Context: an optimization exercise on an open-source flow, tuned for small area and a short achievable clock period. The choices shown serve that exercise and are no tape-out recipe. RTL that was checked went through simulation tests only; none was proved equivalent to the original. Power and IR drop assume default switching activity.

== run 1 ==
Design jram, start of the top module:
module jram
#(
  parameter int WIDTH = jram_pkg::JRAM_WIDTH,
  parameter int ABITS = jram_pkg::JRAM_ABITS
) (
  input  logic             wclk,
  input  logic             wrst_n,
  input  logic [WIDTH-1:0] bis,
  input  logic             wsa,
  input  logic             winc,
  input  logic             ws,
  input  logic             we,
  output logic [WIDTH-1:0] bos,
  output logic [ABITS-1:0] bmar,
  output logic             wbusy
);
For scale: ~2,100 flip-flops, roughly 31 I/O pins, about 79,000 um^2 of cells after synthesis.
clock: 5.5 ns
lec_check: 0
cap_margin: 20
core_margin: 2
core_utilization: 60
cts_cluster_diameter: 80
cts_cluster_size: 28
setup_slack_margin: 2.5
slew_margin: 20
synth_hierarchical: 1
tns_end_percent: 5
run.sh (not shown) runs the stock make flow with config.mk's settings and CLKGATE_MAP_FILE= SYNTH_SCRIPT=/design/flow/synth_recipe.tcl, a recipe that flattens the netlist after the stock synthesis.
Changes in run 2 relative to run 1:
- PLACE_DENSITY newly set to 0.85
- SETUP_SLACK_MARGIN changed from 2.5 to 2.7
==> summary.txt <==
- Core utilization: higher on run 2
- In run 2, the net switching power figure came out about 4% below the value in run 1.
- The total power number comes out higher for run 1 vs run 2.
- Going from run 1 to run 2, the post-route fraction of the period consumed by the critical path was found to have gone down by 1.8 points.
- Delta (run 2 minus run 1): wire length of the first global-routing pass fell by 3.7%; reported leakage power rose by 0.49 nW; cell area rose by about 1%.
- Of run 1 and run 2, the run reporting the lower final routed wire length divided by cell count was run 2.
The following lists how run 3 was set up differently from run 2:
- clearing PLACE_DENSITY, which used to be 0.85
- swapping 2.7 for 3.6 in SETUP_SLACK_MARGIN
Notes after the runs:
Number of inserted diodes delta for run 3 relative to run 2: 2 lower. Largest net degree at the start of global routing in run 3 is 13% lower than in run 2. Compared with run 2, run 3 shows final wirelength that has gone up by more than 10%.
### run 3 -> run 4
- SETUP_SLACK_MARGIN now 3.2, was 3.6
- TNS_END_PERCENT now 0, was 5
Notes after the runs:
- [run 4 vs run 3] proportion of cell area occupied by multi-input gates: higher in run 4
- On total CTS buffers, the lower figure sits with run 4, not run 3.
- Proportion of layout cells with a drive suffix above 1, run 3 and run 4, higher one = run 3.
- Run 4 vs run 3 on count of clock-buffer cells in the layout: run 4 is the lower one.
- There was hardly any difference in first-pass GRT wire length between run 3 and run 4.
- Higher wire length was reported by run 3, not run 4.
- In run 4, slew at the pin closest to its max-slew limit is higher than in run 3.
- On area growth from synthesis to final layout: between run 3 and run 4, it ends up lower for run 4.
- Number of max-cap violations came out exactly the same in run 3 and run 4.
- Run 3 vs run 4, critical path start-end classification: in -> out vs in -> reg
- Min non-clock buffer count across run 3 and run 4: run 4

* * *

The RTL this note starts from:
==> flow/design.v <==
package jram_pkg;
  typedef enum logic {
    SEQ_IDLE,
    SEQ_CLEAR
  } seq_e;
  localparam int JRAM_WIDTH = 8;
  localparam int JRAM_ABITS = 8;
  function automatic int jram_depth(input int abits);
    jram_depth = 1 << abits;
  endfunction
endpackage
module jmar
#(
  parameter int ABITS = jram_pkg::JRAM_ABITS
) (
  input  logic             clk_i,
  input  logic             rst_ni,
  input  logic             hold_i,
  input  logic             ld_i,
  input  logic             inc_i,
  input  logic [ABITS-1:0] d_i,
  output logic [ABITS-1:0] mar_o
);
  logic [ABITS-1:0] mar_q;
  logic [ABITS-1:0] mar_d;
  always_comb begin
    mar_d = mar_q;
    if (!hold_i) begin
      if (ld_i) begin
        mar_d = d_i;
      end else if (inc_i) begin
        mar_d = mar_q + 1'b1;
      end
    end
  end
  always_ff @(posedge clk_i) begin
    if (!rst_ni) begin
      mar_q <= '0;
    end else begin
      mar_q <= mar_d;
    end
  end
  assign mar_o = mar_q;
endmodule
module jword
#(
  parameter int WIDTH = jram_pkg::JRAM_WIDTH
) (
  input  logic             clk_i,
  input  logic             ld_i,
  input  logic             hd_i,
  input  logic [WIDTH-1:0] d_i,
  output logic [WIDTH-1:0] q_o
);
  logic [WIDTH-1:0] q;
  always_ff @(posedge clk_i) begin
    q <= (q & {WIDTH{hd_i}}) | (d_i & {WIDTH{ld_i}});
  end
  assign q_o = q;
endmodule
module jrsel8 (
  input  logic [7:0] s_i,
  input  logic [7:0] w_i,
  output logic       y_o
);
  assign y_o = |(s_i & w_i);
endmodule
module jor32 (
  input  logic [31:0] a_i,
  output logic        y_o
);
  assign y_o = |a_i;
endmodule
module jnor2 (
  input  logic a_i,
  input  logic b_i,
  output logic y_o
);
  assign y_o = ~(a_i | b_i);
endmodule
module jram
#(
  parameter int WIDTH = jram_pkg::JRAM_WIDTH,
  parameter int ABITS = jram_pkg::JRAM_ABITS
) (
  input  logic             wclk,
  input  logic             wrst_n,
  input  logic [WIDTH-1:0] bis,
  input  logic             wsa,
  input  logic             winc,
  input  logic             ws,
  input  logic             we,
  output logic [WIDTH-1:0] bos,
  output logic [ABITS-1:0] bmar,
  output logic             wbusy
);
  localparam int DEPTH = jram_pkg::jram_depth(ABITS);
  logic [ABITS-1:0] mar;
  logic             busy;
  jmar #(
    .ABITS(ABITS)
  ) u_jmar (
    .clk_i (wclk),
    .rst_ni(wrst_n),
    .hold_i(busy),
    .ld_i  (wsa),
    .inc_i (winc),
    .d_i   (bis[ABITS-1:0]),
    .mar_o (mar)
  );
  logic [ABITS:0] cnt_q;
  always_ff @(posedge wclk) begin
    if (!wrst_n) begin
      cnt_q <= '0;
    end else if (!cnt_q[ABITS]) begin
      cnt_q <= cnt_q + 1'b1;
    end
  end
  assign busy = ~cnt_q[ABITS];
  logic wr_go;
  logic ld_go;
  logic inc_go;
  assign wr_go  = ws & ~busy;
  assign ld_go  = wsa & ~busy;
  assign inc_go = winc & ~busy;
  logic [15:0] wh_n;
  logic [15:0] wl_n;
  logic        rst_b;
  logic [WIDTH-1:0] wdat;
  assign rst_b = ~wrst_n;
  always_comb begin
    for (int j = 0; j < 16; j++) begin
      wh_n[j] = ~(wr_go & ~rst_b & (mar[7:4] == 4'(j)));
      wl_n[j] = ~(mar[3:0] == 4'(j));
    end
  end
  assign wdat = bis;
  logic [DEPTH*WIDTH-1:0] mem;
  logic [DEPTH-1:0]       wld;
  logic [DEPTH-1:0]       whd;
  for (genvar i = 0; i < DEPTH; i++) begin : g_w
    jnor2 u_ld (.a_i(wh_n[i/16]), .b_i(wl_n[i%16]), .y_o(wld[i]));
    jnor2 u_hd (.a_i(wld[i]),     .b_i(rst_b),      .y_o(whd[i]));
    jword #(
      .WIDTH(WIDTH)
    ) u_word (
      .clk_i(wclk),
      .ld_i (wld[i]),
      .hd_i (whd[i]),
      .d_i  (wdat),
      .q_o  (mem[i*WIDTH +: WIDTH])
    );
  end
  logic [ABITS-1:0] mar_inc;
  logic [ABITS-1:0] radr;
  logic [15:0]      rh_n;
  logic [15:0]      rl_n;
  assign mar_inc = mar + 1'b1;
  assign radr    = wsa ? bis[ABITS-1:0] : mar_inc;
  always_comb begin
    for (int j = 0; j < 16; j++) begin
      rh_n[j] = ~(radr[7:4] == 4'(j));
      rl_n[j] = ~(radr[3:0] == 4'(j));
    end
  end
  logic [DEPTH-1:0]          rsel;
  logic [DEPTH/8*WIDTH-1:0]  t8;      
  logic [WIDTH-1:0]          rd;
  for (genvar i = 0; i < DEPTH; i++) begin : g_rs
    jnor2 u_rs (.a_i(rh_n[i/16]), .b_i(rl_n[i%16]), .y_o(rsel[i]));
  end
  for (genvar g = 0; g < DEPTH/8; g++) begin : g_t8
    for (genvar b = 0; b < WIDTH; b++) begin : g_b
      logic [7:0] w;
      for (genvar k = 0; k < 8; k++) begin : g_k
        assign w[k] = mem[(8*g+k)*WIDTH + b];
      end
      jrsel8 u_t8 (
        .s_i(rsel[8*g +: 8]),
        .w_i(w),
        .y_o(t8[g*WIDTH + b])
      );
    end
  end
  for (genvar b = 0; b < WIDTH; b++) begin : g_t32
    logic [DEPTH/8-1:0] w;
    for (genvar g = 0; g < DEPTH/8; g++) begin : g_g
      assign w[g] = t8[g*WIDTH + b];
    end
    jor32 u_t32 (.a_i(w), .y_o(rd[b]));
  end
  logic [WIDTH-1:0] rdat_q;
  logic [WIDTH-1:0] rdat_d;
  always_comb begin
    if (ld_go) begin
      rdat_d = (wr_go && bis[ABITS-1:0] == mar) ? bis : rd;
    end else if (inc_go) begin
      rdat_d = rd;
    end else begin
      rdat_d = wr_go ? bis : rdat_q;
    end
  end
  always_ff @(posedge wclk) begin
    if (!wrst_n) begin
      rdat_q <= '0;
    end else begin
      rdat_q <= rdat_d;
    end
  end
  assign bos   = rdat_q & {WIDTH{we & ~busy}};
  assign bmar  = mar;
  assign wbusy = busy;
endmodule
make LEC_CHECK=0 CAP_MARGIN=20 CORE_MARGIN=2 CORE_UTILIZATION=40 SLEW_MARGIN=20 SYNTH_HIERARCHICAL=1 finish   # period 5.5 ns
Edit:
Settings changed: CORE_UTILIZATION 40 to 55, SETUP_SLACK_MARGIN set to 2.6.
What happened: The new run completed with no timing, DRC or antenna violations; clock skew falls by 0.011 ns; worst setup slack gains 1.0 ns; final area rises by about 2.4%; utilization rises by 18 points; wire length falls by 0.82%.
No run of this note included a check of the RTL's function; only the layout flow was run.

afterwards: timing with drivers on the ports:
No port has a modelled driver above. Below, the same layouts with a new extraction and two added sets of constraints. Step 1 (the two cells are an assumption about what drives the block):
set clk [get_ports {wclk}]
set_driving_cell -lib_cell sky130_fd_sc_hd__clkbuf_16 $clk
set_driving_cell -lib_cell sky130_fd_sc_hd__buf_2 [delete_from_list [all_inputs] $clk]
Step 2 times the ports against the registers' clock, not the clock port: input delays grow and output delays shrink by t, the midpoint of the rising clock arrivals with the driver on. Three values: ideal, step 1, step 2; two values: the first two.
run | t, ns | setup WS [ns] | hold slack, ns | latest minus earliest clock arrival (ns) | worst slew at a driven data input, ns
run 1 | 0.829 | 2.250 / 2.174 / 1.345 | 0.491 / 0.491 / 0.491 | 0.032 / 0.033 | 0.27
run 2 | 0.837 | 2.349 / 2.045 / 1.208 | 0.487 / 0.487 / 0.487 | 0.045 / 0.045 | 0.51
run 3 | 0.846 | 2.607 / 2.382 / 1.536 | 0.490 / 0.490 / 0.490 | 0.034 / 0.034 | 0.56
run 4 | 0.840 | 2.263 / 2.258 / 1.418 | 0.489 / 0.489 / 0.489 | 0.038 / 0.038 | 0.19
the first run of note 2 | 0.922 | 0.070 / 0.070 / -0.245 | 0.481 / 0.481 / 0.481 | 0.049 / 0.049 | 0.14
the second run of note 2 | 0.901 | 1.119 / 1.119 / 0.303 | 0.481 / 0.481 / 0.481 | 0.030 / 0.030 | 0.15
With both steps, setup timing fails in the first run of note 2, where it was met with ideal ports. For run 2, which loses most, drivers alone change the setup slack by -0.304 ns; drivers and shift together by -1.141 ns.
